From an optimization exercise on the open Yosys and OpenROAD flow, aimed at small area, a short achievable clock period and few clock cycles; shortcuts taken in it are not production practice.
Where RTL was checked, it was by simulation tests only, not by an equivalence proof against the original.
Only the layout flow was run in runs 1 and 3; the RTL was not checked for function there.
No activity file was given, so power comes from the tool's default toggle rates.

File: design.v
package tfsr_pkg;
  localparam int TRAIL_LENGTH_DEF  = 64;
  localparam int STRIP_COLUMNS_DEF = 8;
  localparam int X_W      = 9;
  localparam int Y_W      = 8;
  localparam int OFFSET_W = 3;
  localparam int COLOR_W  = 16;
  localparam int SEL_W    = 2;
  localparam int LIMIT_W  = 8;
  localparam int CFG_W    = 8;
endpackage
module tfsr_store (
  input  logic          clk,
  input  logic          rst,
  input  logic          wr_en,
  input  logic [63:0]   wr_sel,
  input  logic [8:0]    wr_x,
  input  logic [7:0]    wr_y,
  input  logic [5:0]    wp,
  input  logic          full,
  input  logic [8:0]    start,
  input  logic          mask,
  input  logic [5:0]    mask_wp,
  output logic [63:0]   hits,
  output logic [575:0]  all_x,
  output logic [511:0]  all_y
);
  logic [8:0] mx [64];
  logic [7:0] my [64];
  always_ff @(posedge clk) begin
    for (int i = 0; i < 64; i++) begin
      if (wr_en && wr_sel[i]) begin
        mx[i] <= wr_x;
        my[i] <= wr_y;
      end
    end
  end
  logic [5:0] s_hi;
  logic [2:0] s_lo;
  logic [6:0] s_hi1;
  logic       s1_ok;
  always_comb begin
    s_hi  = start[8:3];
    s_lo  = start[2:0];
    s_hi1 = {1'b0, s_hi} + 7'd1;
    s1_ok = !s_hi1[6];
    for (int i = 0; i < 64; i++) begin
      logic ge;
      logic qge;
      logic vld;
      logic lt;
      logic wr;
      qge = (mx[i][2] && !s_lo[2]) ||
            ((mx[i][2] == s_lo[2]) && ((mx[i][1] && !s_lo[1]) ||
                                       ((mx[i][1] == s_lo[1]) && (mx[i][0] || !s_lo[0]))));
      lt  = 1'b0;
      for (int b = 0; b < 6; b++) begin
        if (((i >> b) & 1) == 1) begin
          lt = wp[b] && lt;
        end else begin
          lt = wp[b] || lt;
        end
      end
      ge  = 1'b1;
      for (int b = 0; b < 6; b++) begin
        if (((i >> b) & 1) == 1) begin
          ge = !mask_wp[b] || ge;
        end else begin
          ge = !mask_wp[b] && ge;
        end
      end
      if (mask_wp <= wp) begin
        wr = ge && lt;
      end else begin
        wr = ge || lt;
      end
      vld = (full || lt) && !(mask && wr);
      hits[i] = vld && ((mx[i][8:3] == s_hi && qge) ||
                        (s1_ok && mx[i][8:3] == s_hi1[5:0] && !qge));
      all_x[i*9 +: 9] = mx[i];
      all_y[i*8 +: 8] = my[i];
    end
  end
endmodule
module tfsr_shade (
  input  logic [5:0]  idx,
  input  logic [5:0]  wp,
  input  logic [1:0]  color_select,
  output logic [15:0] color
);
  logic [5:0] lvl6;
  logic [4:0] lvl5;
  always_comb begin
    lvl6 = idx - wp;
    lvl5 = lvl6[5:1] - {4'b0, (lvl6[5] && !lvl6[0])};
    case (color_select)
      2'd0:    color = {lvl5, 11'b0};
      2'd1:    color = {5'b0, lvl6, 5'b0};
      2'd2:    color = {11'b0, lvl5};
      default: color = '0;
    endcase
  end
endmodule
module tfsr_emit (
  input  logic          clk,
  input  logic          rst,
  input  logic          load,
  input  logic [63:0]   load_hits,
  input  logic          load_none,
  input  logic [5:0]    load_wp,
  input  logic [2:0]    load_lo,
  input  logic [575:0]  all_x,
  input  logic [511:0]  all_y,
  input  logic [1:0]    color_select,
  input  logic          out_ready,
  output logic [63:0]   owed,
  output logic          free,
  output logic          out_valid,
  output logic [26:0]   out_data,
  output logic          out_hit,
  output logic          out_last
);
  logic [63:0] rem;
  logic        none;
  logic [5:0]  rem_wp;
  logic [2:0]  rem_lo;
  logic        p_v;
  logic        p_hit;
  logic        p_last;
  logic [63:0] p_oh;
  logic [5:0]  p_wp;
  logic [2:0]  p_lo;
  logic [63:0] pre [7];
  logic [63:0] below;
  logic [63:0] oh;
  logic [63:0] rest;
  logic [63:0] t_any [7];
  logic [63:0] t_mul [7];
  logic        any;
  logic        last;
  logic [7:0]  sel_y;
  logic [2:0]  sel_q;
  logic [5:0]  sel_idx;
  logic        out_free;
  logic        p_take;
  logic        pick;
  logic [15:0] color;
  always_comb begin
    pre[0] = rem;
    for (int l = 0; l < 6; l++) begin
      for (int i = 0; i < 64; i++) begin
        if (((i >> l) & 1) == 1) begin
          pre[l+1][i] = pre[l][i] | pre[l][((i >> l) << l) - 1];
        end else begin
          pre[l+1][i] = pre[l][i];
        end
      end
    end
    below = {pre[6][62:0], 1'b0};
    oh    = rem & ~below;
    rest  = rem & ~oh;
    t_any[0] = rem;
    t_mul[0] = '0;
    for (int l = 0; l < 6; l++) begin
      t_any[l+1] = '0;
      t_mul[l+1] = '0;
      for (int i = 0; i < (32 >> l); i++) begin
        t_any[l+1][i] = t_any[l][2*i] | t_any[l][2*i+1];
        t_mul[l+1][i] = t_mul[l][2*i] | t_mul[l][2*i+1] |
                        (t_any[l][2*i] & t_any[l][2*i+1]);
      end
    end
    owed = rem | (p_v ? p_oh : '0);
    any  = t_any[6][0];
    last = !t_mul[6][0];
    out_free = !out_valid || out_ready;
    p_take   = !p_v || out_free;
    pick     = (any || none) && p_take;
    free     = (!any && !none) || (pick && (!any || last));
  end
  always_ff @(posedge clk) begin
    if (rst) begin
      rem  <= '0;
      none <= 1'b0;
    end else if (load) begin
      rem  <= load_hits;
      none <= load_none;
    end else if (pick) begin
      rem  <= rest;
      if (!any) none <= 1'b0;
    end
  end
  always_ff @(posedge clk) begin
    if (load) begin
      rem_wp <= load_wp;
      rem_lo <= load_lo;
    end
  end
  always_ff @(posedge clk) begin
    if (rst) begin
      p_v <= 1'b0;
    end else if (pick) begin
      p_v <= 1'b1;
    end else if (out_free) begin
      p_v <= 1'b0;
    end
  end
  always_ff @(posedge clk) begin
    if (pick) begin
      p_hit  <= any;
      p_last <= !any || last;
      p_oh   <= oh;
      p_wp   <= rem_wp;
      p_lo   <= rem_lo;
    end
  end
  always_comb begin
    sel_y   = '0;
    sel_q   = '0;
    sel_idx = '0;
    for (int i = 0; i < 64; i++) begin
      sel_y   = sel_y | ({8{p_oh[i]}} & all_y[i*8 +: 8]);
      sel_q   = sel_q | ({3{p_oh[i]}} & all_x[i*9 +: 3]);
      sel_idx = sel_idx | ({6{p_oh[i]}} & 6'(i));
    end
  end
  tfsr_shade u_shade (
    .idx          (sel_idx),
    .wp           (p_wp),
    .color_select (color_select),
    .color        (color)
  );
  always_ff @(posedge clk) begin
    if (rst) begin
      out_valid <= 1'b0;
    end else if (out_free) begin
      out_valid <= p_v;
    end
  end
  always_ff @(posedge clk) begin
    if (out_free && p_v) begin
      out_hit  <= p_hit;
      out_last <= p_last;
      if (p_hit) begin
        out_data <= {color, sel_y, 3'(sel_q - p_lo)};
      end else begin
        out_data <= '0;
      end
    end
  end
endmodule
module trail_fade_strip_renderer_top (
  input  logic        clk,
  input  logic        rst,
  input  logic        s_tvalid,
  output logic        s_tready,
  input  logic [31:0] s_tdata,   
  input  logic        s_tuser,   
  output logic        m_tvalid,
  input  logic        m_tready,
  output logic [31:0] m_tdata,   
  output logic        m_tuser,   
  output logic        m_tlast,
  input  logic        cfg_we,
  input  logic        cfg_index,
  input  logic [7:0]  cfg_data
);
  logic [1:0]  color_select;
  logic [7:0]  repeat_limit;
  logic [5:0]  wp;
  logic        full;
  logic [8:0]  last_x;
  logic [7:0]  last_y;
  logic        last_valid;
  logic [7:0]  repeat_count;
  logic        rdy_render;
  logic        i_v;
  logic        i_r;
  logic        st;
  logic        st_next;
  logic        upd;
  logic [8:0]  cur_x;
  logic [7:0]  cur_y;
  logic        cur_valid;
  logic        cur_sat;
  logic [25:0] i_d;
  logic        pend_v;
  logic [8:0]  pend_s;
  logic [5:0]  pend_wp;
  logic        load_none;
  logic [8:0]  start;
  logic        lap;
  logic        accept;
  logic        acc_add;
  logic        acc_render;
  logic        i_add;
  logic        i_render;
  logic        store;
  logic        stall;
  logic        commit;
  logic [63:0] wp_dec;
  logic [63:0] hits;
  logic [575:0] all_x;
  logic [511:0] all_y;
  logic [63:0] emit_owed;
  logic [63:0] owed_next;
  logic        emit_free;
  logic        load;
  logic [5:0]  load_wp;
  logic [2:0]  load_lo;
  logic        pend_next;
  logic        add_next;
  logic        stall_next;
  logic [26:0] out_data;
  assign s_tready   = s_tuser ? rdy_render : !stall;
  assign accept     = s_tvalid && s_tready;
  assign acc_add    = accept && !s_tuser;
  assign acc_render = accept && s_tuser;
  always_comb begin
    i_add    = i_v && !i_r;
    i_render = i_v && i_r;
    store = st;
    upd       = i_add && !stall;
    cur_x     = (upd && st) ? i_d[8:0] : last_x;
    cur_y     = (upd && st) ? i_d[16:9] : last_y;
    cur_valid = last_valid || (upd && st);
    if (upd && st) begin
      cur_sat = (repeat_limit == 8'd0);
    end else if (upd) begin
      cur_sat = (repeat_count == 8'hFF) || (repeat_count + 8'd1 >= repeat_limit);
    end else begin
      cur_sat = (repeat_count >= repeat_limit);
    end
    st_next = !cur_valid || (cur_x != s_tdata[8:0]) || (cur_y != s_tdata[16:9]) || cur_sat;
    for (int i = 0; i < 64; i++) begin
      wp_dec[i] = (wp == 6'(i));
    end
    start  = pend_v ? pend_s : i_d[25:17];
    commit = i_add && !stall;
    load      = emit_free && (pend_v || i_render);
    load_none = !(|hits);
    load_wp   = pend_v ? pend_wp : wp;
    load_lo   = start[2:0];
    pend_next = (pend_v || i_render) && !emit_free;
    owed_next  = emit_owed | ((pend_v || i_render) ? hits : '0);
    lap        = pend_v && ((wp + 6'd1 == pend_wp) || (wp + 6'd2 == pend_wp));
    add_next   = acc_add || stall;
    stall_next = add_next &&
                 (lap || |(owed_next & (wp_dec | {wp_dec[62:0], wp_dec[63]})));
  end
  always_ff @(posedge clk) begin
    if (rst) begin
      stall      <= 1'b0;
      rdy_render <= 1'b1;
      i_v        <= 1'b0;
      pend_v     <= 1'b0;
    end else begin
      stall      <= stall_next;
      rdy_render <= !stall_next && !pend_next && !acc_render;
      if (!stall) begin
        i_v <= accept;
      end
      pend_v <= pend_next;
    end
  end
  always_ff @(posedge clk) begin
    if (!stall) begin
      st  <= st_next;
      i_r <= s_tuser;
      i_d <= s_tdata[25:0];
    end
    if (i_render) begin
      pend_s  <= i_d[25:17];
      pend_wp <= wp;
    end
  end
  always_ff @(posedge clk) begin
    if (rst) begin
      color_select <= 2'd0;
      repeat_limit <= 8'd16;
      wp           <= '0;
      full         <= 1'b0;
      last_valid   <= 1'b0;
      repeat_count <= '0;
    end else begin
      if (cfg_we) begin
        if (cfg_index) begin
          repeat_limit <= cfg_data;
        end else begin
          color_select <= cfg_data[1:0];
        end
      end
      if (commit) begin
        if (store) begin
          last_valid   <= 1'b1;
          repeat_count <= '0;
          wp           <= wp + 6'd1;
          if (wp == 6'd63) full <= 1'b1;
        end else if (repeat_count != 8'hFF) begin
          repeat_count <= repeat_count + 8'd1;
        end
      end
    end
  end
  always_ff @(posedge clk) begin
    if (commit && store) begin
      last_x <= i_d[8:0];
      last_y <= i_d[16:9];
    end
  end
  tfsr_store u_store (
    .clk    (clk),
    .rst    (rst),
    .wr_en  (commit && store),
    .wr_sel (wp_dec),
    .wr_x   (i_d[8:0]),
    .wr_y   (i_d[16:9]),
    .wp     (wp),
    .full   (full),
    .start  (start),
    .mask   (pend_v),
    .mask_wp(pend_wp),
    .hits   (hits),
    .all_x  (all_x),
    .all_y  (all_y)
  );
  tfsr_emit u_emit (
    .clk          (clk),
    .rst          (rst),
    .load         (load),
    .load_hits    (hits),
    .load_none    (load_none),
    .load_wp      (load_wp),
    .load_lo      (load_lo),
    .all_x        (all_x),
    .all_y        (all_y),
    .color_select (color_select),
    .out_ready    (m_tready),
    .owed         (emit_owed),
    .free         (emit_free),
    .out_valid    (m_tvalid),
    .out_data     (out_data),
    .out_hit      (m_tuser),
    .out_last     (m_tlast)
  );
  assign m_tdata = {5'b0, out_data};
endmodule
File: run.sh
#!/bin/bash
# synth_recipe.tcl (not shown) runs the flow's synth.tcl, then flattens the netlist and writes it again
# the make line also repeats each setting of config.mk as NAME=value (left out here)
make -C /OpenROAD-flow-scripts/flow DESIGN_CONFIG=/design/flow/config.mk WORK_HOME=/design/flow/orfs CLKGATE_MAP_FILE= SYNTH_SCRIPT=/design/flow/synth_recipe.tcl finish
File: config.mk
export PLATFORM = sky130hd
export DESIGN_NAME = trail_fade_strip_renderer_top
export DESIGN_NICKNAME = trail_fade_strip_renderer_top
export VERILOG_FILES = /design/flow/design.v
export SDC_FILE = /design/flow/constraint.sdc
export NUM_CORES = 4
export LEC_CHECK = 0
export ABC_CLOCK_PERIOD_IN_PS = 3000
export CAP_MARGIN = 20
export CORE_MARGIN = 2
export CORE_UTILIZATION = 40
export SETUP_SLACK_MARGIN = 4.0
export SLEW_MARGIN = 20
File: constraint.sdc
create_clock -name core_clock -period 7.5 [get_ports {clk}]
set_input_delay 1.5000 -clock core_clock [delete_from_list [all_inputs] [get_ports {clk}]]
set_output_delay 1.5000 -clock core_clock [all_outputs]
set_load 0.01 [all_outputs]
==> metrics.yaml, run 1 <==
status: "no timing/DRC/antenna violations"
tightest_slew_ns: 1.243
cts-root-buf: "clkbuf_16"
synthTopCellsByArea: "edfxtp_1 (57%), xnor2_1 (6.8%), dfxtp_1 (3.5%)"
grt_overflow_total: 0
endpoint: "u_emit.none$_SDFFE_PP0P_"
synthSimpleGateAreaFrac: 0.1058
maxSlewViolCount: 0
r2r-end: "u_emit.none$_SDFFE_PP0P_"
syn_inst: 5186
synthMuxAreaShare: 0.004844
whs_ns: 0.4194
yosysSeqAreaShare: 0.6041
fp.dieW_um: 409.0
power.density_nw_per_um2: 211.2
wl_per_cell_um: 37.74
drtIter0Drc: 8031
hold_path_class: "reg -> reg"
grt_usage: 0.3441
vias: 51835
fin_crit_sh: 0.5626
port-buffer-count: 71
vdd_drop_max_mv: 0.2165
synth_top_area_share: 0.5693
cp_data_required_time_ns: 8.19
rrSetupSlack_ns: 3.28
synthAdderAreaFrac: 0.03581
cts_buffers: 151
dieArea_um2: 167300
final_antenna_net_count: 0
final_cell_mix: "edfxtp_1 (1244), xnor2_1 (498), buf_4 (330)"
r2r-start: "pend_v$_SDFF_PP0_"
timing.final.crit_period_ns: 4.219
cp-startpoint: "pend_v$_SDFF_PP0_"
place_inst: 7361
htreeDepth: 4
drive_gt1_frac: 0.1845
finalSetupViolCount: 0
ys_ff_latch: 1358
core.rowCount: 148
clock_latency_ns: 0.81
hold_buffers: 0
synth-xor-area-share: 0.09294
grt_pass1_wl_mm: 397.9
gp_congestion: 1.056
fp.dieH_um: 409.0
avgSynthCellArea_um2: 12.65
finalHoldViolCount: 0
maxSlewHeadroom: 0.1692
p_leak_nw: 26.33
initial_core_util: 0.4031
async_reset_ff_frac: 0
timing.setup.tns_ns: 0
end_kind: "register"
crit_path_start_kind: "register"
rsz0062_at_grt: "yes"
syn_to_final_growth_pct: 20.91
path_max_fanout: 10
synth-compound-area-share: 0.1306
grt_max_degree: 66
synth_top_family_by_area: "compound AO/OA/AOI/OAI gates"
crit_type: "reg -> reg"
synth.largest_area_cell: "edfxtp_1"
drt_wl_total_mm: 296.3
synth_cell_type_count: 99
core_um2: 162800
drc: 0
dr.pass1.iters: 6
hpwl_mm: 191.0
cap_violations: 0
clock.fmax_mhz: 237.0
yosys_warnings: 9
synth_edf_count: 1244
viasPerCell: 6.602
layout.nets: 5772
final_common_cell: "edfxtp_1"
cts.sinks: 1358
synth_flop_cell: "edfxtp_1"
grt_pass1_vias: 47719
fin_cells: 7852
nFillCells: 14239
cp_data_arrival_time_ns: 4.91
grt_antenna_before_repair: 20
cts_tree: "done"
rr_worst_depth: 15
path_clk_slew_ns: 0.06
cts_max_path_buffers: 3
syn_area_um2: 65610
worst_clock_skew_ns: 0.04302
pin_count: 83
-- layer usage --
layer,up-vias,GRT usage,part of all wire
met3,850,0.09202,0.13
met1,26161,0.4589,0.37
met2,3969,0.4978,0.42
li1,20845,-,-
met4,10,0.2119,0.074
met5,-,0,0.00022
-- layout make-up --
cell class / count / area (um2) / area share
Timing Repair Buffer: 519 / 5373 / 0.06772
Multi-Input combinational cell: 3472 / 26700 / 0.3365
Antenna cell: 9 / 22.52 / 0.0002839
Clock buffer: 201 / 4039 / 0.05091
Clock inverter: 68 / 609.3 / 0.007680
Tap cell: 2175 / 2721 / 0.03430
Inverter: 50 / 207.7 / 0.002618
Sequential cell: 1358 / 39670 / 0.5000
-- logic make-up after synthesis --
group,after synthesis
AO/OA/AOI/OAI,1213
XOR/XNOR,689
adder cells (fa/ha/maj),190
buffers and inverters,363
flip-flops,1358
multiplexers,30
other,1
AND/OR/NAND/NOR,1342
-- power by group --
group          internal (mW)  leakage (nW)  switching (mW)
Clock                   3.98          2.24            3.16
Sequential              8.30          12.2          0.0334
Combinational          0.449          11.9           0.839
-- worst max-delay path, cell delays in order (launching register included) --
cell	delay, ns
dfxtp_4	0.35
buf_4	0.15
mux2i_4	0.24
buf_12	0.18
buf_4	0.23
ha_1	0.25
o21ai_0	0.07
nand2b_1	0.08
a21oi_1	0.61
o41a_1	0.40
nor4_2	0.12
or3_1	0.34
nor4_2	0.25
nand4_1	0.24
or4_4	0.49
o41ai_1	0.08
-- worst min-delay path by stage --
stage | slack, ns | startpoint | to | depth (start not counted)
global placement | 0.40 | u_emit.rem_lo[0]$_DFFE_PP_ | u_emit.p_lo[0]$_DFFE_PP_ | 0
global route | 0.42 | u_emit.rem_wp[1]$_DFFE_PP_ | u_emit.p_wp[1]$_DFFE_PP_ | 0
CTS | 0.42 | u_emit.rem_wp[5]$_DFFE_PP_ | u_emit.p_wp[5]$_DFFE_PP_ | 0
detailed placement | 0.41 | u_emit.rem_wp[2]$_DFFE_PP_ | u_emit.p_wp[2]$_DFFE_PP_ | 0
floorplan | 0.40 | u_emit.p_last$_DFFE_PP_ | u_emit.out_last$_DFFE_PP_ | 0
finish | 0.42 | u_emit.rem_wp[2]$_DFFE_PP_ | u_emit.p_wp[2]$_DFFE_PP_ | 0
-- flip-flops by register name (all words and copies together) (netlist names), 9 cells and up --
| register | flops |
|---|---|
| u_store.mx | 576 |
| u_store.my | 512 |
| u_emit.p_oh | 64 |
| u_emit.rem | 64 |
| u_emit.out_data | 27 |
| i_d | 26 |
| last_x | 9 |
| pend_s | 9 |
-- repair_timing --
action / 4_1_cts / 5_1_grt
endpoints found under the setup margin: 553 / 213
buffers inserted: 140 / 61
pin swaps: 91 / 59
cloned: 9 / 3
gates resized for setup: 326 / 125
-- synth_stat cells (22+ instances only) --
| cell type | number |
|---|---|
| xor2_1 | 176 |
| nor3_1 | 87 |
| o41ai_1 | 37 |
| a31oi_1 | 41 |
| o2111ai_1 | 25 |
| a22o_1 | 139 |
| ha_1 | 171 |
| nand4_1 | 110 |
| nand2b_1 | 33 |
| a21oi_1 | 235 |
| xnor2_1 | 506 |
| nand2_1 | 256 |
| or4_1 | 53 |
| inv_1 | 49 |
| a221oi_1 | 151 |
| buf_4 | 36 |
| a22oi_1 | 117 |
| mux2i_1 | 22 |
| o21a_1 | 60 |
| o21ai_0 | 185 |
| o22ai_1 | 38 |
| nor2_1 | 330 |
| nor4_1 | 115 |
| o31ai_1 | 28 |
| nand3_1 | 120 |
| clkbuf_1 | 204 |
| edfxtp_1 | 1244 |
| nor2b_1 | 26 |
| buf_2 | 45 |
| and3_1 | 43 |
| or2_2 | 35 |
| dfxtp_1 | 114 |
| and2_1 | 35 |
-- metrics by stage --
stage	worst slack (ns)	power [mW]	util	instance area, um2
after global placement	2.032	9.552	0.4312	70190
after CTS	3.390	16.71	0.4797	78070
final	3.281	16.76	0.4874	79340
after detailed placement	2.004	9.574	0.4316	70250
after global routing	3.195	17.13	0.4873	79320
after floorplan	2.650	9.157	-	66060
==> inputs of run 2 (changes only) <==
--- a/design.v
+++ b/design.v
@@ -19,6 +19,7 @@
   input  logic [5:0]    wp,
   input  logic          full,
   input  logic [8:0]    start,
+  input  logic [6:0]    start_hi1,
   input  logic          mask,
   input  logic [5:0]    mask_wp,
   output logic [63:0]   hits,
@@ -42,7 +43,7 @@
   always_comb begin
     s_hi  = start[8:3];
     s_lo  = start[2:0];
-    s_hi1 = {1'b0, s_hi} + 7'd1;
+    s_hi1 = start_hi1;
     s1_ok = !s_hi1[6];
     for (int i = 0; i < 64; i++) begin
       logic ge;
@@ -283,12 +284,12 @@
   logic [7:0]  cur_y;
   logic        cur_valid;
   logic        cur_sat;
-  logic [25:0] i_d;
+  logic [16:0] i_d;
   logic        pend_v;
-  logic [8:0]  pend_s;
   logic [5:0]  pend_wp;
   logic        load_none;
   logic [8:0]  start;
+  logic [6:0]  start_hi1;
   logic        lap;
   logic        accept;
   logic        acc_add;
@@ -335,7 +336,6 @@
     for (int i = 0; i < 64; i++) begin
       wp_dec[i] = (wp == 6'(i));
     end
-    start  = pend_v ? pend_s : i_d[25:17];
     commit = i_add && !stall;
     load      = emit_free && (pend_v || i_render);
     load_none = !(|hits);
@@ -367,12 +367,15 @@
     if (!stall) begin
       st  <= st_next;
       i_r <= s_tuser;
-      i_d <= s_tdata[25:0];
+      i_d <= s_tdata[16:0];
     end
     if (i_render) begin
-      pend_s  <= i_d[25:17];
       pend_wp <= wp;
     end
+    if (acc_render) begin
+      start     <= s_tdata[25:17];
+      start_hi1 <= {1'b0, s_tdata[25:20]} + 7'd1;
+    end
   end
   always_ff @(posedge clk) begin
     if (rst) begin
@@ -418,6 +421,7 @@
     .wp     (wp),
     .full   (full),
     .start  (start),
+    .start_hi1 (start_hi1),
     .mask   (pend_v),
     .mask_wp(pend_wp),
     .hits   (hits),
==> run 2 against run 1 <==
Flip-flop and latch count is 2 lower. Combinational power is 23% lower. Die area is 0.15% higher. Critical path depth stayed put. Via count is 3.2% lower. First-iteration DRC count is 3.5% lower.
==> metrics.yaml, run 2 <==
status: "no timing/DRC/antenna violations"
regMostFlops: "u_store.mx"
cts.sinks: 1356
cts-root-buf: "clkbuf_16"
synth-compound-area-share: 0.1126
cp_data_arrival_time_ns: 4.34
async_reset_ff_frac: 0
largest_reg_flops: 576
wl_per_cell_um: 36.98
final_common_cell: "edfxtp_1"
drt_wl_total_mm: 288.3
path_cells: "buf_4, clkinvlp_4, buf_6, buf_12, ha_1, a21o_1, a31oi_4, nor4_1, o221ai_2, o31ai_1, a22oi_2, o2111a_1, nand4_1, or3_4, o31ai_2"
cap_violations: 0
cp_data_required_time_ns: 8.20
htreeDepth: 4
dieArea_um2: 167500
gp_congestion: 0.9962
p_total_mw: 16.75
hold_path_class: "reg -> reg"
maxSlewHeadroom: 0.1937
hold_buffers: 0
port-buffer-count: 71
dr.pass1.iters: 8
vias: 50189
end_kind: "register"
drtIter0Drc: 7752
synth_edf_count: 1242
crit_path_start_kind: "register"
p_clk_frac: 0.444
timing.setup.tns_ns: 0
vdd_drop_max_mv: 0.2489
synth.largest_area_cell: "edfxtp_1"
synthTopCellsByArea: "edfxtp_1 (57%), xor2_1 (6.8%), xnor2_1 (4.1%)"
grt_max_degree: 66
synthSimpleGateAreaFrac: 0.1076
reg.largest.list: "u_store.mx: 576 flops, u_store.my: 512 flops"
place_inst: 7331
syn_to_final_growth_pct: 20.62
final_cell_mix: "edfxtp_1 (1242), xor2_1 (506), buf_4 (305)"
viasPerCell: 6.439
nFillCells: 14250
cts_max_path_buffers: 3
ys_top_cells_by_count: "edfxtp_1 (1242), xor2_1 (508), nor2_1 (351)"
synthMuxAreaShare: 0.008473
path_max_fanout: 7
switchingPower_mw: 3.811
synth-xor-area-share: 0.1088
fin_cells: 7795
p_seq_frac: 0.496
rsz0062_at_grt: "yes"
whs_ns: 0.4120
layout.nets: 5720
tightest_slew_ns: 1.207
drc: 0
synth_cell_type_count: 91
grt_pass1_wl_mm: 387.8
ys_ff_latch: 1356
hpwl_mm: 182.5
yosys_warnings: 9
clock_latency_ns: 0.81
crit_type: "reg -> reg"
grt_usage: 0.3342
seq_area_um2: 39600
syn_inst: 5184
avgSynthCellArea_um2: 12.68
finalSetupViolCount: 0
final_antenna_net_count: 0
grt_pass1_vias: 46953
yosysSeqAreaShare: 0.6023
multiInputGateArea_um2: 27200
initial_core_util: 0.4033
postLayoutCellArea_um2: 79260
clock.fmax_mhz: 274.6
core.rowCount: 148
syn_area_um2: 65720
path_clk_slew_ns: 0.06
power.density_nw_per_um2: 211.3
cts_buffers: 145
synth_top_family_by_area: "compound AO/OA/AOI/OAI gates"
core_um2: 163000
postPlaceCellArea_um2: 69800
worst_clock_skew_ns: 0.03143
grt_overflow_total: 0
synthAdderAreaFrac: 0.03515
p_leak_nw: 26.44
pin_count: 83
synth_top_area_share: 0.5675
sw_frac_of_total: 0.2276
synth.most_common_cell: "edfxtp_1"
cp_slowest_cell: "or3_4"
finalHoldViolCount: 0
fp.dieW_um: 409.3
fin_crit_sh: 0.4855
drive_gt1_frac: 0.1800
maxSlewViolCount: 0
grt_antenna_before_repair: 17
fp.dieH_um: 409.3
synth_flop_cell: "edfxtp_1"
timing.final.crit_period_ns: 3.642
intPower_mw: 12.93
cts_tree: "done"
critical_path.max_stage_delay_ns: 0.45
combPwrFrac: 0.059
-- run 2: cell count changes after synthesis, moves of 42 or more --
cell and delta:
o21a_1 -43, xor2_1 +332, nor4_1 +42, o21ai_0 -43, xnor2_1 -198, clkbuf_1 -44
-- run 2: final timing paths --
check,from,end,slack [ns],cells past startpoint
min,u_emit.p_last$_DFFE_PP_,u_emit.out_last$_DFFE_PP_,0.41,0
min reg2reg,u_emit.p_last$_DFFE_PP_,u_emit.out_last$_DFFE_PP_,0.41,0
max,start[2]$_DFFE_PP_,rdy_render$_SDFF_PP1_,3.86,15
max reg2reg,start[2]$_DFFE_PP_,rdy_render$_SDFF_PP1_,3.86,15
-- run 2: per-layer routing --
| layer | vias to the layer above | GRT usage | wire length [um] |
|---|---|---|---|
| li1 | 20464 | - | - |
| met1 | 25375 | 0.4503 | 110500 |
| met2 | 3489 | 0.4828 | 120400 |
| met3 | 839 | 0.09489 | 36240 |
| met4 | 22 | 0.1874 | 20790 |
| met5 | - | 0 | 368 |
-- run 2: cells by family (layout without fill, tap and decap cells) --
group	Yosys count	after routing
adder cells (fa/ha/maj)	186	186
buffers and inverters	356	785
multiplexers	54	54
XOR/XNOR	816	816
other	1	8
AND/OR/NAND/NOR	1384	1384
AO/OA/AOI/OAI	1031	1031
flip-flops	1356	1356
-- run 2: timing repair --
| item | in CTS | in global routing |
|---|---|---|
| gates resized for setup | 406 | 157 |
| pin swaps | 69 | 86 |
| setup endpoints to repair | 841 | 56 |
| cloned | 7 | 6 |
| setup buffers | 126 | 57 |
-- run 2: area by class of cell --
type,count,area share
antenna,3,0.00009471
clock buffer,180,0.04942
clock inverter,84,0.01173
inverter,56,0.003268
multi-input combinational,3476,0.3432
sequential,1356,0.4997
tap,2175,0.03433
timing repair buffer,463,0.05815
timing repair inverter,2,0.0001894
-- run 2: per-stage QoR --
| stage | utilization | setup slack, ns |
|---|---|---|
| 3_3_place_gp | 0.4283 | 2.352 |
| 5_1_grt | 0.4864 | 3.776 |
| 3_5_place_dp | 0.4283 | 2.388 |
| 2_1_floorplan | - | 3.953 |
| 6_report | 0.4864 | 3.858 |
| 4_1_cts | 0.4780 | 3.910 |
-- run 2: power groups by stage --
stage                     Sequential, mW  Combinational, mW  Clock (mW)
final                               8.31              0.993        7.44
after global routing                8.31               1.03        7.78
after CTS                           8.31              0.937        7.47
after detailed placement            8.48              0.849           0
after global placement              8.48              0.836           0
after floorplan                     8.51              0.454           0
-- run 2: critical path, delay by kind of cell, from the launching register on --
| kind | cells | cell delay (ns) |
|---|---|---|
| fa+ha+maj | 1 | 0.32 |
| compound gates | 7 | 1.54 |
| simple gates | 3 | 0.79 |
| flops | 1 | 0.32 |
| buf+inv | 4 | 0.57 |
Testbench counts of run 2, summed over its fixed seeds: cycles 10,243.
==> inputs of run 3 (changes only) <==
--- a/design.v
+++ b/design.v
@@ -22,6 +22,7 @@
   input  logic [6:0]    start_hi1,
   input  logic          mask,
   input  logic [5:0]    mask_wp,
+  input  logic          mask_wrap,
   output logic [63:0]   hits,
   output logic [575:0]  all_x,
   output logic [511:0]  all_y
@@ -70,7 +71,7 @@
           ge = !mask_wp[b] && ge;
         end
       end
-      if (mask_wp <= wp) begin
+      if (!mask_wrap) begin
         wr = ge && lt;
       end else begin
         wr = ge || lt;
@@ -130,6 +131,8 @@
   logic        p_last;
   logic [63:0] p_oh;
   logic [5:0]  p_wp;
+  logic [5:0]  p_idx;
+  logic [5:0]  oh_idx;
   logic [2:0]  p_lo;
   logic [63:0] pre [7];
   logic [63:0] below;
@@ -141,7 +144,6 @@
   logic        last;
   logic [7:0]  sel_y;
   logic [2:0]  sel_q;
-  logic [5:0]  sel_idx;
   logic        out_free;
   logic        p_take;
   logic        pick;
@@ -172,6 +174,10 @@
       end
     end
     owed = rem | (p_v ? p_oh : '0);
+    oh_idx = '0;
+    for (int i = 0; i < 64; i++) begin
+      oh_idx = oh_idx | ({6{oh[i]}} & 6'(i));
+    end
     any  = t_any[6][0];
     last = !t_mul[6][0];
     out_free = !out_valid || out_ready;
@@ -211,6 +217,7 @@
       p_hit  <= any;
       p_last <= !any || last;
       p_oh   <= oh;
+      p_idx  <= oh_idx;
       p_wp   <= rem_wp;
       p_lo   <= rem_lo;
     end
@@ -218,15 +225,13 @@
   always_comb begin
     sel_y   = '0;
     sel_q   = '0;
-    sel_idx = '0;
     for (int i = 0; i < 64; i++) begin
       sel_y   = sel_y | ({8{p_oh[i]}} & all_y[i*8 +: 8]);
       sel_q   = sel_q | ({3{p_oh[i]}} & all_x[i*9 +: 3]);
-      sel_idx = sel_idx | ({6{p_oh[i]}} & 6'(i));
     end
   end
   tfsr_shade u_shade (
-    .idx          (sel_idx),
+    .idx          (p_idx),
     .wp           (p_wp),
     .color_select (color_select),
     .color        (color)
@@ -287,6 +292,7 @@
   logic [16:0] i_d;
   logic        pend_v;
   logic [5:0]  pend_wp;
+  logic        pend_wrap;
   logic        load_none;
   logic [8:0]  start;
   logic [6:0]  start_hi1;
@@ -370,7 +376,10 @@
       i_d <= s_tdata[16:0];
     end
     if (i_render) begin
-      pend_wp <= wp;
+      pend_wp   <= wp;
+      pend_wrap <= 1'b0;
+    end else if (commit && store && wp == 6'd63) begin
+      pend_wrap <= 1'b1;
     end
     if (acc_render) begin
       start     <= s_tdata[25:17];
@@ -424,6 +433,7 @@
     .start_hi1 (start_hi1),
     .mask   (pend_v),
     .mask_wp(pend_wp),
+    .mask_wrap(pend_wrap),
     .hits   (hits),
     .all_x  (all_x),
     .all_y  (all_y)
==> run 3 against run 2 <==
Still clean on timing, DRC and antenna. Power decreased by 1.2%. Worst hold slack better by 0.011 ns. Combinational power down 5.1%. Non-clock buffer count is 92 lower. Count of clock-buffer cells in the layout up 2. Register-to-register slack got worse by 0.14 ns. Clock power decreased by 3%. Highest routed layer unchanged.
==> metrics.yaml, run 3 <==
grt_antenna_before_repair: 7
clock_latency_ns: 0.82
fp.dieW_um: 410.7
grt_max_degree: 97
rrSetupSlack_ns: 3.72
core_um2: 164600
async_reset_ff_frac: 0
sw_frac_of_total: 0.2334
path_max_fanout: 7
holdCritStartpoint: "u_emit.rem_wp[4]$_DFFE_PP_"
hpwl_mm: 188.7
initial_core_util: 0.4020
holdPathEnd: "u_emit.p_wp[4]$_DFFE_PP_"
core.rowCount: 149
postPlaceCellArea_um2: 70210
grt_pass1_vias: 46820
wl_per_cell_um: 37.44
maxSlewHeadroom: 0.1711
dr.pass1.iters: 7
vias: 50116
cts-root-buf: "clkbuf_16"
drtIter0Drc: 7940
layout_setup_ws_ns: 3.718
cts_buffers: 145
finalSetupViolCount: 0
yosysSeqAreaShare: 0.6012
tightest_slew_ns: 1.232
hold_path_class: "reg -> reg"
synth_flop_cell: "edfxtp_1"
finalHoldViolCount: 0
drive_gt1_frac: 0.1553
r2r-end: "rdy_render$_SDFF_PP1_"
synth.largest_area_cell: "edfxtp_1"
grtUsageMet1: 0.4577
crit_path_start_kind: "register"
dieArea_um2: 168700
fp.dieH_um: 410.7
place_inst: 7368
drt_wl_total_mm: 290.1
regMostFlops: "u_store.mx"
timing.final.crit_period_ns: 3.782
viasPerCell: 6.468
drc: 0
pre_cts_slack_ns: 2.552
rsz0062_at_grt: "yes"
grt_util_met3: 0.09370
p_clk_frac: 0.438
cp_data_required_time_ns: 8.19
timing.setup.tns_ns: 0
combPwrFrac: 0.057
largest_reg_flops: 576
power.density_nw_per_um2: 212.5
hold_buffers: 0
cp_data_arrival_time_ns: 4.47
htreeDepth: 4
r2r-start: "start[1]$_DFFE_PP_"
grt_overflow_total: 0
crit_type: "reg -> reg"
syn_area_um2: 66170
layout.nets: 5650
final_antenna_net_count: 0
fin_cells: 7748
postLayoutCellArea_um2: 77870
end_kind: "register"
reg.largest.list: "u_store.mx: 576 flops, u_store.my: 512 flops"
status: "no timing/DRC/antenna violations"
syn_inst: 5245
vdd_drop_max_mv: 0.2470
avgSynthCellArea_um2: 12.62
switchingPower_mw: 3.862
pin_count: 83
maxSlewViolCount: 0
synth_cell_type_count: 99
cts_tree: "done"
ys_ff_latch: 1363
clock.fmax_mhz: 264.4
worst_clock_skew_ns: 0.03655
synth_edf_count: 1248
yosys_warnings: 9
final_cell_mix: "edfxtp_1 (1248), xor2_1 (484), xnor2_1 (330)"
rr_worst_depth: 13
use_met2: 0.4759
grt_pass1_wl_mm: 390.3
syn_to_final_growth_pct: 17.68
gp_congestion: 1.059
port-buffer-count: 71
ys_top_cells_by_count: "edfxtp_1 (1248), xor2_1 (484), xnor2_1 (330)"
cts_max_path_buffers: 3
grt.busiest_layer: "met2"
synthTopCellsByArea: "edfxtp_1 (57%), xor2_1 (6.4%), xnor2_1 (4.4%)"
intPower_mw: 12.69
grt_usage: 0.3358
path_clk_slew_ns: 0.06
final_common_cell: "edfxtp_1"
hold_depth: 0
cts.sinks: 1363
synth.most_common_cell: "edfxtp_1"
p_leak_nw: 26.12
p_total_mw: 16.55
p_seq_frac: 0.505
cap_violations: 0
fin_crit_sh: 0.5043
synth_top_area_share: 0.5664
## run 3: changes by cell type after synthesis, sizes merged, moves of 16 or more
cell / before / now
nor2: 351 / 329
o21ai: 145 / 129
xor2: 508 / 484
xnor2: 308 / 330
clkbuf: 160 / 206
a21o: 42 / 60
nor4: 165 / 148
a21oi: 208 / 247
a2bb2oi: 25 / 7
## run 3: logic make-up (layout without fill, tap and decap cells)
family	count (synthesis)	count (layout)	synth area share
AND/OR/NAND/NOR	1339	1339	0.1047
buffers and inverters	387	690	0.02492
AO/OA/AOI/OAI	1097	1097	0.1178
multiplexers	58	58	0.008887
other	1	12	0.00005667
flip-flops	1363	1363	0.6012
XOR/XNOR	814	814	0.1077
adder cells (fa/ha/maj)	186	186	0.03466
## run 3: worst max-delay path: stages (launching register included)
cell and delay, ns:
edfxtp_1 0.51, clkinvlp_4 0.20, buf_12 0.18, buf_16 0.15
buf_12 0.13, ha_1 0.25, o21ai_0 0.07, a21oi_1 0.60
mux2i_2 0.51, o211a_1 0.48, a21oi_1 0.13, o2111a_1 0.22
nand3_1 0.12, o31ai_2 0.08
## run 3: layout make-up
class                   count  area (um2)
well taps                2189        2739
flip-flops and latches   1363       39820
fillers                 14474       86750
diodes                      7       17.52
multi-input cells        3499       26730
inverters                  56       242.7
repair buffers            371        3618
clock inverters            80       877.1
repair inverters            1       7.507
clock buffers             182        3819
## run 3: metrics by stage
stage,hold WS (ns),util
global placement,0.4047,0.4265
detailed placement,0.4120,0.4265
floorplan,0.4003,-
CTS,0.4252,0.4692
finish,0.4233,0.4730
global route,0.4358,0.4729
## run 3: timing repair
item | in CTS | in global routing
gates cloned | 7 | 2
setup endpoints to repair | 1033 | 402
pin swaps | 72 | 31
resized for setup | 280 | 86
buffers inserted | 82 | 18
hold endpoints to repair | 0 | 0
## run 3: power by group through the flow
stage / clock, mW / sequential [mW] / combinational (mW)
2_1_floorplan: 0 / 8.55 / 0.445
3_3_place_gp: 0 / 8.53 / 0.817
3_5_place_dp: 0 / 8.53 / 0.829
4_1_cts: 7.25 / 8.36 / 0.906
5_1_grt: 7.57 / 8.36 / 0.982
6_report: 7.25 / 8.36 / 0.942
## run 3: metal layers
layer | wire length (um) | share of wire
met3 | 36240 | 0.12
met5 | 39 | 0.00013
met1 | 113100 | 0.39
met2 | 119100 | 0.41
met4 | 21630 | 0.075
## run 3: worst max-delay path by stage
stage | endpoint | startpoint | slack (ns) | cells after the start
2_1_floorplan | u_emit.none$_SDFFE_PP0P_ | start[2]$_DFFE_PP_ | 3.91 | 10
3_3_place_gp | stall$_SDFF_PP0_ | start[1]$_DFFE_PP_ | 2.57 | 11
3_5_place_dp | stall$_SDFF_PP0_ | start[1]$_DFFE_PP_ | 2.55 | 11
4_1_cts | stall$_SDFF_PP0_ | start[1]$_DFFE_PP_ | 3.84 | 13
5_1_grt | stall$_SDFF_PP0_ | wp[5]$_SDFFE_PP0P_ | 3.76 | 11
6_report | rdy_render$_SDFF_PP1_ | start[1]$_DFFE_PP_ | 3.72 | 13
==> inputs of run 4 (changes only) <==
--- a/design.v
+++ b/design.v
@@ -173,6 +173,9 @@
                         (t_any[l][2*i] & t_any[l][2*i+1]);
       end
     end
+    for (int i = 0; i < 64; i++) begin
+      p_oh[i] = p_hit && (p_idx == 6'(i));
+    end
     owed = rem | (p_v ? p_oh : '0);
     oh_idx = '0;
     for (int i = 0; i < 64; i++) begin
@@ -216,7 +219,6 @@
     if (pick) begin
       p_hit  <= any;
       p_last <= !any || last;
-      p_oh   <= oh;
       p_idx  <= oh_idx;
       p_wp   <= rem_wp;
       p_lo   <= rem_lo;
@@ -311,6 +313,9 @@
   logic [511:0] all_y;
   logic [63:0] emit_owed;
   logic [63:0] owed_next;
+  logic        wp_inc;
+  logic [5:0]  wp_n;
+  logic [63:0] win;
   logic        emit_free;
   logic        load;
   logic [5:0]  load_wp;
@@ -348,11 +353,13 @@
     load_wp   = pend_v ? pend_wp : wp;
     load_lo   = start[2:0];
     pend_next = (pend_v || i_render) && !emit_free;
+    wp_inc     = commit && store;
+    wp_n       = wp + {5'b0, wp_inc};
+    win        = wp_inc ? {wp_dec[62:0], wp_dec[63]} : wp_dec;
     owed_next  = emit_owed | ((pend_v || i_render) ? hits : '0);
-    lap        = pend_v && ((wp + 6'd1 == pend_wp) || (wp + 6'd2 == pend_wp));
+    lap        = pend_v && (wp_n + 6'd1 == pend_wp);
     add_next   = acc_add || stall;
-    stall_next = add_next &&
-                 (lap || |(owed_next & (wp_dec | {wp_dec[62:0], wp_dec[63]})));
+    stall_next = add_next && (lap || |(owed_next & win));
   end
   always_ff @(posedge clk) begin
     if (rst) begin
==> run 4 against run 3 <==
Still clean. First-iteration DRC count is 3.1% higher. Worst setup slack got worse by 0.027 ns. Via count hardly changed. Wire length is 0.10% lower. Design area fell by 0.30%. Synthesized cell count decreased by 1.2%. Register-to-register slack lost 0.03 ns. Non-clock buffer count rose by 120.
==> metrics.yaml, run 4 <==
dieArea_um2: 164400
reg.largest.list: "u_store.mx: 576 flops, u_store.my: 512 flops, u_emit.rem: 64 flops"
vias: 50137
port-buffer-count: 71
fp.dieW_um: 405.5
finalHoldViolCount: 0
avgSynthCellArea_um2: 12.45
grt_pass1_vias: 47221
path_clk_slew_ns: 0.06
nFillCells: 14076
ys_ff_latch: 1299
critical_path.max_stage_delay_ns: 0.46
cp_data_required_time_ns: 8.19
core.rowCount: 147
viasPerCell: 6.463
drc: 0
clock.fmax_mhz: 262.5
cts.sinks: 1299
path_max_fanout: 8
synth_flop_cell: "edfxtp_1"
grt_max_degree: 94
cts_max_path_buffers: 3
top_layer_used: "met5"
maxSlewViolCount: 0
syn_area_um2: 64470
yosys_warnings: 9
drt_wl_total_mm: 289.8
core_um2: 160400
drive_gt1_frac: 0.1863
hold_buffers: 0
final_antenna_net_count: 0
hpwl_mm: 188.9
synthTopCellsByArea: "edfxtp_1 (55%), xor2_1 (6.7%), xnor2_1 (4.3%)"
cts-root-buf: "clkbuf_16"
crit_type: "reg -> reg"
cts_tree: "done"
grt_usage: 0.3448
synth.largest_area_cell: "edfxtp_1"
cp_slowest_cell: "mux2i_2"
cp_data_arrival_time_ns: 4.49
htreeDepth: 4
finalSetupViolCount: 0
utilization: 0.4841
path_cells: "buf_6, clkinvlp_4, buf_12, buf_12, buf_4, ha_1, a21o_1, a21oi_2, mux2i_2, o2111a_2, nand2_1, o21ai_2, a211o_1, o41ai_4, a31o_1"
fp.dieH_um: 405.5
rrSetupSlack_ns: 3.69
initial_core_util: 0.4020
grt_antenna_before_repair: 8
path_common_cell: "buf_12"
hold_path_class: "reg -> reg"
yosysSeqAreaShare: 0.5872
pin_count: 83
worst_clock_skew_ns: 0.06963
gp_congestion: 1.039
syn_inst: 5180
dr.pass1.iters: 7
end_kind: "register"
timing.setup.tns_ns: 0
grt_overflow_total: 0
p_leak_nw: 26.30
syn_to_final_growth_pct: 20.42
status: "no timing/DRC/antenna violations"
wl_per_cell_um: 37.36
clock_latency_ns: 0.84
wl_met3_mm: 37.04
synth_edf_count: 1184
cap_violations: 0
ys_top_cells_by_count: "edfxtp_1 (1184), xor2_1 (492), xnor2_1 (319)"
tightest_slew_ns: 1.193
timing.final.crit_period_ns: 3.809
async_reset_ff_frac: 0
final_common_cell: "edfxtp_1"
synth_cell_type_count: 97
postLayoutCellArea_um2: 77640
power.density_nw_per_um2: 204.8
postPlaceCellArea_um2: 68630
layout.nets: 5694
cts_buffers: 141
whs_ns: 0.4193
critPathTopFamily: "compound AO/OA/AOI/OAI gates"
wl_met1_mm: 108.1
final_cell_mix: "edfxtp_1 (1184), xor2_1 (492), buf_4 (321)"
path_buf_inv: 5
synth_top_area_share: 0.5515
drtIter0Drc: 8189
p_total_mw: 15.90
crit_path_start_kind: "register"
vdd_drop_max_mv: 0.2147
largest_reg_flops: 576
regMostFlops: "u_store.mx"
maxSlewHeadroom: 0.2030
grt_pass1_wl_mm: 390.2
fin_crit_sh: 0.5078
dr_wl_met2_mm: 122.4
rsz0062_at_grt: "yes"
synth.most_common_cell: "edfxtp_1"
## run 4: worst paths after layout
path	start	end	cells past startpoint
setup reg to reg	start[1]$_DFFE_PP_	rdy_render$_SDFF_PP1_	15
hold reg to reg	u_emit.rem_lo[2]$_DFFE_PP_	u_emit.p_lo[2]$_DFFE_PP_	0
setup / recovery	start[1]$_DFFE_PP_	rdy_render$_SDFF_PP1_	15
hold / removal	u_emit.rem_lo[2]$_DFFE_PP_	u_emit.p_lo[2]$_DFFE_PP_	0
## run 4: power by group
part / internal, mW / leakage [nW] / total (mW) / switching [mW]
clock: 3.93 / 2.23 / 7.06 / 3.13
combinational: 0.284 / 12.4 / 0.896 / 0.612
sequential: 7.93 / 11.6 / 7.95 / 0.0203
total: 12.1 / 26.3 / 15.9 / 3.76
## run 4: layer usage
metal / global-route usage / vias to the layer above
met5: 0 / -
met4: 0.2186 / 12
met3: 0.1083 / 868
met2: 0.5033 / 3651
met1: 0.4432 / 25201
li1: - / 20405
## run 4: what timing repair did
action / in CTS / in global routing
gates cloned: 10 / 3
endpoints found under the hold margin: 0 / 0
setup buffers: 131 / 63
pin swaps: 66 / 59
endpoints found under the setup margin: 479 / 83
gates resized for setup: 407 / 105
## run 4: layout make-up
type	count	area [um2]	share of cell area
flip-flops and latches	1299	37880	0.4879
multi-input cells	3475	27410	0.3530
repair buffers	491	4736	0.06100
clock buffers	174	3692	0.04756
well taps	2160	2703	0.03481
clock inverters	80	908.4	0.01170
inverters	73	289.0	0.003723
repair inverters	2	15.01	0.0001934
diodes	4	10.01	0.0001289
## run 4: logic make-up (layout without fill, tap and decap cells)
| group | Yosys count | count (layout) | share of synthesized area |
|---|---|---|---|
| compound gates | 1079 | 1079 | 0.1213 |
| xor+xnor | 811 | 811 | 0.1102 |
| fa+ha+maj | 190 | 190 | 0.03610 |
| buf+inv | 414 | 820 | 0.02793 |
| flops | 1299 | 1299 | 0.5872 |
| mux | 60 | 60 | 0.009529 |
| other cells | 1 | 9 | 0.00005816 |
| simple gates | 1326 | 1330 | 0.1078 |
## run 4: metrics by stage
stage,setup WS (ns),cells
after CTS,3.869,7685
after floorplan,3.967,5184
after detailed placement,2.393,7290
final,3.691,7758
after global routing,3.731,7754
after global placement,2.389,7288
Testbench counts of run 4, summed over its fixed seeds: cycles 10,196.
==> inputs of run 5 (changes only) <==
--- a/config.mk
+++ b/config.mk
@@ -8,6 +8,7 @@
 export ABC_CLOCK_PERIOD_IN_PS = 3000
 export CAP_MARGIN = 20
 export CORE_MARGIN = 2
-export CORE_UTILIZATION = 40
+export CORE_UTILIZATION = 50
+export CTS_BUF_LIST = sky130_fd_sc_hd__clkbuf_4 sky130_fd_sc_hd__clkbuf_8
 export SETUP_SLACK_MARGIN = 4.0
 export SLEW_MARGIN = 20
==> run 5 against run 4 <==
Synthesized area unchanged. Count of clock-buffer cells in the layout up 122. Wire length down 3.0%. Largest cell class unchanged. Cell count down 5.4%. Global-route usage up 7.5 points. Critical endpoint is now u_emit.out_data[2]$_SDFFCE_PN0P_. Register-to-register slack worse by 0.34 ns. Clock power down 13%. Critical path depth down 1. Highest routed layer unchanged. First-iteration DRC count down 3.3%. Clock skew up 0.013 ns. Sequential power about the same. Still clean on timing, DRC and antenna.
==> metrics.yaml, run 5 <==
p_seq_frac: 0.533
layout.nets: 5712
path_clk_slew_ns: 0.06
cts_max_path_buffers: 3
status: "no timing/DRC/antenna violations"
wl_per_cell_um: 38.30
worst_clock_skew_ns: 0.08295
tightest_slew_ns: 1.136
sw_frac_of_total: 0.2397
r2r-start: "u_emit.p_idx[4]$_DFFE_PP_"
synth_top_area_share: 0.5515
final_cell_mix: "edfxtp_1 (1184), xor2_1 (492), xnor2_1 (318)"
grt_antenna_before_repair: 15
finalSetupViolCount: 0
p_leak_nw: 25.87
combPwrFrac: 0.058
largest_reg_flops: 576
core_um2: 127700
async_reset_ff_frac: 0
crit_path_start_kind: "register"
holdPathEnd: "u_emit.p_wp[2]$_DFFE_PP_"
cts.sinks: 1299
switchingPower_mw: 3.582
synth_cell_type_count: 97
synth.largest_area_cell: "edfxtp_1"
rsz0062_at_grt: "yes"
cts-root-buf: "clkbuf_8"
postLayoutCellArea_um2: 75700
cts_tree: "done"
syn_to_final_growth_pct: 17.42
regMostFlops: "u_store.mx"
yosysSeqAreaShare: 0.5872
cts_buffers: 209
drc: 0
timing.setup.tns_ns: 0
final_antenna_net_count: 0
viasPerCell: 6.806
whs_ns: 0.4153
htreeDepth: 4
synth_edf_count: 1184
hpwl_mm: 186.5
drive_gt1_frac: 0.1939
intPower_mw: 11.36
hold_path_class: "reg -> reg"
cp_data_required_time_ns: 8.19
end_kind: "register"
port-buffer-count: 71
pre_cts_slack_ns: 2.518
core.rowCount: 131
hold_buffers: 0
dr.pass1.iters: 11
fp.dieW_um: 363.1
avgSynthCellArea_um2: 12.45
p_total_mw: 14.94
drtIter0Drc: 7916
clock.fmax_mhz: 240.9
grt_usage: 0.4199
grt_pass1_wl_mm: 380.4
grt_max_degree: 81
vdd_drop_max_mv: 0.2440
r2r-end: "u_emit.out_data[2]$_SDFFCE_PN0P_"
reg.largest.list: "u_store.mx: 576 flops, u_store.my: 512 flops, u_emit.rem: 64 flops"
power.density_nw_per_um2: 197.4
utilization: 0.5929
maxSlewHeadroom: 0.2414
cap_violations: 0
cp_data_arrival_time_ns: 4.84
synth.most_common_cell: "edfxtp_1"
vias: 49937
yosys_warnings: 9
fin_crit_sh: 0.5535
clock_latency_ns: 0.98
grt_pass1_vias: 46989
fp.dieH_um: 363.1
synthTopCellsByArea: "edfxtp_1 (55%), xor2_1 (6.7%), xnor2_1 (4.3%)"
drt_wl_total_mm: 281.0
dieArea_um2: 131800
initial_core_util: 0.5049
hold_depth: 0
pin_count: 83
ys_top_cells_by_count: "edfxtp_1 (1184), xor2_1 (492), xnor2_1 (319)"
finalHoldViolCount: 0
syn_area_um2: 64470
synth_flop_cell: "edfxtp_1"
holdCritStartpoint: "u_emit.rem_wp[2]$_DFFE_PP_"
rrSetupSlack_ns: 3.35
maxSlewViolCount: 0
syn_inst: 5180
ys_ff_latch: 1299
layout_setup_ws_ns: 3.349
place_inst: 6798
grt_overflow_total: 0
crit_type: "reg -> reg"
postPlaceCellArea_um2: 67930
path_max_fanout: 11
fin_cells: 7337
rr_worst_depth: 14
p_clk_frac: 0.410
timing.final.crit_period_ns: 4.151
final_common_cell: "edfxtp_1"
gp_congestion: 1.066
-- run 5: cell counts after synthesis --
No cell type changed its count.
-- run 5: final cells by class --
class | count | area [um2]
fill | 10422 | 51980
sequential | 1299 | 37870
multi-input combinational | 3472 | 27210
timing repair buffer | 445 | 4109
clock buffer | 296 | 3567
tap | 1662 | 2079
clock inverter | 83 | 546.8
inverter | 73 | 294.0
antenna | 6 | 15.01
timing repair inverter | 1 | 7.507
-- run 5: cells by family (layout without fill, tap and decap cells) --
family                   Yosys count  in the layout  synth area share
AND/OR/NAND/NOR                 1326           1327            0.1078
flip-flops                      1299           1299            0.5872
AO/OA/AOI/OAI                   1079           1079            0.1213
XOR/XNOR                         811            811            0.1102
buffers and inverters            414            898           0.02793
adder cells (fa/ha/maj)          190            190           0.03610
multiplexers                      60             60          0.009529
other                              1             11        0.00005816
-- run 5: how the worst max path moves through the flow --
stage          depth (start not counted)                      start                               end  slack (ns)
5_1_grt                               14  u_emit.p_idx[4]$_DFFE_PP_  u_emit.out_data[2]$_SDFFCE_PN0P_        3.47
2_1_floorplan                         11         start[1]$_DFFE_PP_             rdy_render$_SDFF_PP1_        3.97
4_1_cts                               15  u_emit.p_idx[2]$_DFFE_PP_  u_emit.out_data[2]$_SDFFCE_PN0P_        3.68
6_report                              14  u_emit.p_idx[4]$_DFFE_PP_  u_emit.out_data[2]$_SDFFCE_PN0P_        3.35
3_5_place_dp                          13  u_emit.p_idx[5]$_DFFE_PP_  u_emit.out_data[2]$_SDFFCE_PN0P_        2.52
3_3_place_gp                          12         start[1]$_DFFE_PP_             rdy_render$_SDFF_PP1_        2.55
-- run 5: power groups by stage --
stage | Combinational (mW) | Clock, mW | Sequential [mW]
after floorplan | 0.405 | 0 | 8.14
after global placement | 0.753 | 0 | 8.11
after CTS | 0.836 | 6.15 | 7.96
after detailed placement | 0.762 | 0 | 8.11
after global routing | 0.900 | 6.45 | 7.96
final | 0.863 | 6.12 | 7.96
-- run 5: repair_timing --
item,in CTS,in global routing
gates cloned,4,1
gates resized for setup,398,84
pin swaps,73,41
setup endpoints to repair,268,117
hold endpoints to repair,0,0
buffers inserted,113,36
-- run 5: critical path, stage by stage (launching register included) --
cell and delay (ns):
edfxtp_1 0.53, nand3b_1 0.33, buf_6 0.16, nor2_1 0.05, buf_6 0.17, a22o_1 0.26, a221oi_2 0.28, nand4_1 0.21
nor4_4 0.77, ha_2 0.32, inv_2 0.04, fa_2 0.34, xnor2_2 0.14, xnor2_1 0.12, and2_1 0.17
-- run 5: per-layer routing --
layer / part of all wire / vias up / global-route usage
met4: 0.074 / 10 / 0.2556
met3: 0.12 / 887 / 0.1183
met5: 0.00051 / - / 0.004720
met2: 0.43 / 3550 / 0.6206
met1: 0.38 / 25047 / 0.5490
li1: - / 20443 / -
==> inputs of run 6 (changes only) <==
--- a/design.v
+++ b/design.v
@@ -108,7 +108,6 @@
   input  logic          rst,
   input  logic          load,
   input  logic [63:0]   load_hits,
-  input  logic          load_none,
   input  logic [5:0]    load_wp,
   input  logic [2:0]    load_lo,
   input  logic [575:0]  all_x,
@@ -123,6 +122,7 @@
   output logic          out_last
 );
   logic [63:0] rem;
+  logic        fresh;
   logic        none;
   logic [5:0]  rem_wp;
   logic [2:0]  rem_lo;
@@ -182,6 +182,7 @@
       oh_idx = oh_idx | ({6{oh[i]}} & 6'(i));
     end
     any  = t_any[6][0];
+    none = fresh && !any;
     last = !t_mul[6][0];
     out_free = !out_valid || out_ready;
     p_take   = !p_v || out_free;
@@ -190,14 +191,14 @@
   end
   always_ff @(posedge clk) begin
     if (rst) begin
-      rem  <= '0;
-      none <= 1'b0;
+      rem   <= '0;
+      fresh <= 1'b0;
     end else if (load) begin
-      rem  <= load_hits;
-      none <= load_none;
+      rem   <= load_hits;
+      fresh <= 1'b1;
     end else if (pick) begin
-      rem  <= rest;
-      if (!any) none <= 1'b0;
+      rem   <= rest;
+      fresh <= 1'b0;
     end
   end
   always_ff @(posedge clk) begin
@@ -295,7 +296,6 @@
   logic        pend_v;
   logic [5:0]  pend_wp;
   logic        pend_wrap;
-  logic        load_none;
   logic [8:0]  start;
   logic [6:0]  start_hi1;
   logic        lap;
@@ -313,6 +313,7 @@
   logic [511:0] all_y;
   logic [63:0] emit_owed;
   logic [63:0] owed_next;
+  logic [63:0] phits;
   logic        wp_inc;
   logic [5:0]  wp_n;
   logic [63:0] win;
@@ -349,17 +350,16 @@
     end
     commit = i_add && !stall;
     load      = emit_free && (pend_v || i_render);
-    load_none = !(|hits);
     load_wp   = pend_v ? pend_wp : wp;
     load_lo   = start[2:0];
     pend_next = (pend_v || i_render) && !emit_free;
     wp_inc     = commit && store;
     wp_n       = wp + {5'b0, wp_inc};
     win        = wp_inc ? {wp_dec[62:0], wp_dec[63]} : wp_dec;
-    owed_next  = emit_owed | ((pend_v || i_render) ? hits : '0);
+    owed_next  = emit_owed | (pend_v ? phits : '0);
     lap        = pend_v && (wp_n + 6'd1 == pend_wp);
     add_next   = acc_add || stall;
-    stall_next = add_next && (lap || |(owed_next & win));
+    stall_next = add_next && (i_render || lap || |(owed_next & win));
   end
   always_ff @(posedge clk) begin
     if (rst) begin
@@ -382,6 +382,7 @@
       i_r <= s_tuser;
       i_d <= s_tdata[16:0];
     end
+    phits <= hits;
     if (i_render) begin
       pend_wp   <= wp;
       pend_wrap <= 1'b0;
@@ -450,7 +451,6 @@
     .rst          (rst),
     .load         (load),
     .load_hits    (hits),
-    .load_none    (load_none),
     .load_wp      (load_wp),
     .load_lo      (load_lo),
     .all_x        (all_x),
--- a/config.mk
+++ b/config.mk
@@ -8,7 +8,6 @@
 export ABC_CLOCK_PERIOD_IN_PS = 3000
 export CAP_MARGIN = 20
 export CORE_MARGIN = 2
-export CORE_UTILIZATION = 50
-export CTS_BUF_LIST = sky130_fd_sc_hd__clkbuf_4 sky130_fd_sc_hd__clkbuf_8
+export CORE_UTILIZATION = 40
 export SETUP_SLACK_MARGIN = 4.0
 export SLEW_MARGIN = 20
==> run 6 against run 5 <==
Die area grew 25%. Worst setup slack gained 0.23 ns. Fmax grew 5.8%. Still clean on timing, DRC and antenna.
==> metrics.yaml, run 6 <==
status: "no timing/DRC/antenna violations"
maxSlewHeadroom: 0.1953
synth.most_common_cell: "edfxtp_1"
end_kind: "register"
path_buf_inv: 5
cp_slowest_cell: "fa_2"
regMostFlops: "u_store.mx"
synth_top_area_share: 0.5487
layout.nets: 5592
maxSlewViolCount: 0
htreeDepth: 4
nFillCells: 14340
synthTopCellsByArea: "edfxtp_1 (55%), xor2_1 (6.2%), dfxtp_1 (5.5%)"
hold_path_class: "reg -> reg"
path_clk_slew_ns: 0.06
pre_cts_slack_ns: 2.421
cts.sinks: 1363
cts-root-buf: "clkbuf_16"
vias: 48154
syn_to_final_growth_pct: 16.43
grt_max_degree: 66
synth_cell_type_count: 81
viasPerCell: 6.288
ys_ff_latch: 1363
whs_ns: 0.4212
postLayoutCellArea_um2: 75440
crit_path_start_kind: "register"
multiInputGateArea_um2: 25390
cts_buffers: 146
largest_reg_flops: 576
critPathTopFamily: "simple AND/OR/NAND/NOR gates"
grt_overflow_total: 0
final_common_cell: "edfxtp_1"
wl_per_cell_um: 34.93
syn_inst: 5224
seq_area_um2: 39150
drc: 0
power.density_nw_per_um2: 216.1
reg.largest.list: "u_store.mx: 576 flops, u_store.my: 512 flops"
finalHoldViolCount: 0
gp_congestion: 1.052
grt_usage: 0.3188
p_total_mw: 16.30
async_reset_ff_frac: 0
rrSetupSlack_ns: 3.58
final_antenna_net_count: 0
core.rowCount: 147
timing.setup.tns_ns: 0
pin_count: 83
fp.dieW_um: 406.5
avgSynthCellArea_um2: 12.40
clock_latency_ns: 0.84
timing.final.crit_period_ns: 3.925
dieArea_um2: 165200
hold_buffers: 0
cts_max_path_buffers: 3
syn_area_um2: 64790
fin_crit_sh: 0.5233
cts_tree: "done"
clock.fmax_mhz: 254.8
yosys_warnings: 9
drt_wl_total_mm: 267.5
vdd_drop_max_mv: 0.2473
drive_gt1_frac: 0.1272
tightest_slew_ns: 1.204
yosysSeqAreaShare: 0.6040
grt_antenna_before_repair: 4
critical_path.max_stage_delay_ns: 0.60
path_cells: "buf_6, or3b_4, buf_12, buf_4, nor2_1, buf_4, a22oi_2, nand4_1, nor3_2, nand4_1, fa_2, xor2_4, buf_12, nand3_1, nor3b_1"
postPlaceCellArea_um2: 68810
final_cell_mix: "edfxtp_1 (1184), xor2_1 (455), nand2_1 (360)"
drtIter0Drc: 6731
fp.dieH_um: 406.5
cp_data_required_time_ns: 8.05
grt_pass1_vias: 45477
synth.largest_area_cell: "edfxtp_1"
cap_violations: 0
rsz0062_at_grt: "yes"
finalSetupViolCount: 0
path_max_fanout: 10
hpwl_mm: 172.6
synth_edf_count: 1184
core_um2: 160800
crit_type: "reg -> reg"
synth_flop_cell: "edfxtp_1"
initial_core_util: 0.4031
worst_clock_skew_ns: 0.05813
cp_data_arrival_time_ns: 4.47
ys_top_cells_by_count: "edfxtp_1 (1184), xor2_1 (456), nand2_1 (366)"
utilization: 0.4693
p_leak_nw: 25.43
layout_setup_ws_ns: 3.575
place_inst: 7299
port-buffer-count: 71
dr.pass1.iters: 6
fin_cells: 7658
grt_pass1_wl_mm: 364.2
run 6: changes by cell type after synthesis, sizes merged, moves of 56 or more:
cell and delta:
a22oi +309, nand2 +105, nor3 +56, nand3 -63, a22o -156, a221oi -157
dfxtp +64, buf -69
run 6: timing repair:
item / CTS / global route
gates resized for setup: 154 / 67
setup endpoints to repair: 369 / 71
hold endpoints to repair: 0 / 0
pin swaps: 27 / 19
setup buffers: 63 / 23
gates cloned: 5 / 2
run 6: cell type report:
| type | count | share of cell area |
|---|---|---|
| tap | 2160 | 0.03583 |
| inverter | 55 | 0.002869 |
| timing repair buffer | 328 | 0.04286 |
| antenna | 2 | 0.00006634 |
| clock buffer | 188 | 0.05150 |
| clock inverter | 75 | 0.01136 |
| multi-input combinational | 3487 | 0.3366 |
| sequential | 1363 | 0.5189 |
run 6: cell families (layout without fill, tap and decap cells):
family          after synthesis  in the layout  share of synthesized area
xor+xnor                    814            814                     0.1100
simple gates               1341           1343                     0.1053
buf+inv                     380            646                    0.02327
flops                      1363           1363                     0.6040
other cells                   1              7                 0.00005788
compound gates             1094           1094                     0.1150
mux                          17             17                   0.002665
fa+ha+maj                   214            214                    0.03963
run 6: path summary, 6_finish.rpt:
kind | from | end | cells after the start
min reg2reg | u_emit.rem_lo[0]$_DFFE_PP_ | u_emit.p_lo[0]$_DFFE_PP_ | 0
min | u_emit.rem_lo[0]$_DFFE_PP_ | u_emit.p_lo[0]$_DFFE_PP_ | 0
max reg2reg | u_emit.p_hit$_DFFE_PP_ | u_emit.out_data[2]$_SDFFCE_PN0P_ | 15
max | u_emit.p_hit$_DFFE_PP_ | u_emit.out_data[2]$_SDFFCE_PN0P_ | 15
run 6: layer usage:
metal,track usage,vias to the layer above,wire [um],part of all wire
li1,-,20062,-,-
met1,0.4132,24165,101100,0.38
met2,0.4738,3137,115400,0.43
met3,0.07971,786,29580,0.11
met4,0.2097,4,21410,0.080
met5,0,-,20,0.000075
run 6: power by group:
group / total (mW) / internal (mW) / switching [mW]
sequential: 8.32 / 8.28 / 0.0335
clock: 7.17 / 3.97 / 3.20
combinational: 0.812 / 0.248 / 0.564
Testbench counts of run 6, summed over its fixed seeds: cycles 10,344.

==> port drivers added, routing unchanged <==
The results above use ideal ports. As a check the final layouts listed here were re-extracted and re-timed, cells and wires unchanged. Step 1: set_driving_cell puts a clkbuf_16 on clk and a buf_2 on each other input, an assumption about the parent block. Step 2 adds t to the input delays and takes it off the output delays; t is the mean of the earliest and latest rising clock arrival at the registers after step 1. Input paths then give back, and output paths get back, about the clock's delay inside the block. Three values: no drivers, after step 1, after step 2; two values: the first two.
| run | shift t [ns] | setup slack, ns | clock arrival spread, ns |
|---|---|---|---|
| run 1 | 0.877 | 3.281 / 3.281 / 3.281 | 0.050 / 0.050 |
| run 2 | 0.871 | 3.858 / 3.858 / 3.469 | 0.036 / 0.035 |
| run 3 | 0.903 | 3.718 / 3.718 / 3.295 | 0.046 / 0.046 |
| run 4 | 0.889 | 3.691 / 3.691 / 3.560 | 0.070 / 0.069 |
| run 5 | 1.010 | 3.349 / 3.349 / 3.349 | 0.083 / 0.083 |
| run 6 | 0.893 | 3.575 / 3.575 / 3.574 | 0.059 / 0.059 |
After both steps every run listed still meets setup and hold. The setup slack of run 3, which loses most, moves by 0.000 ns with the drivers and by -0.423 ns with both steps.
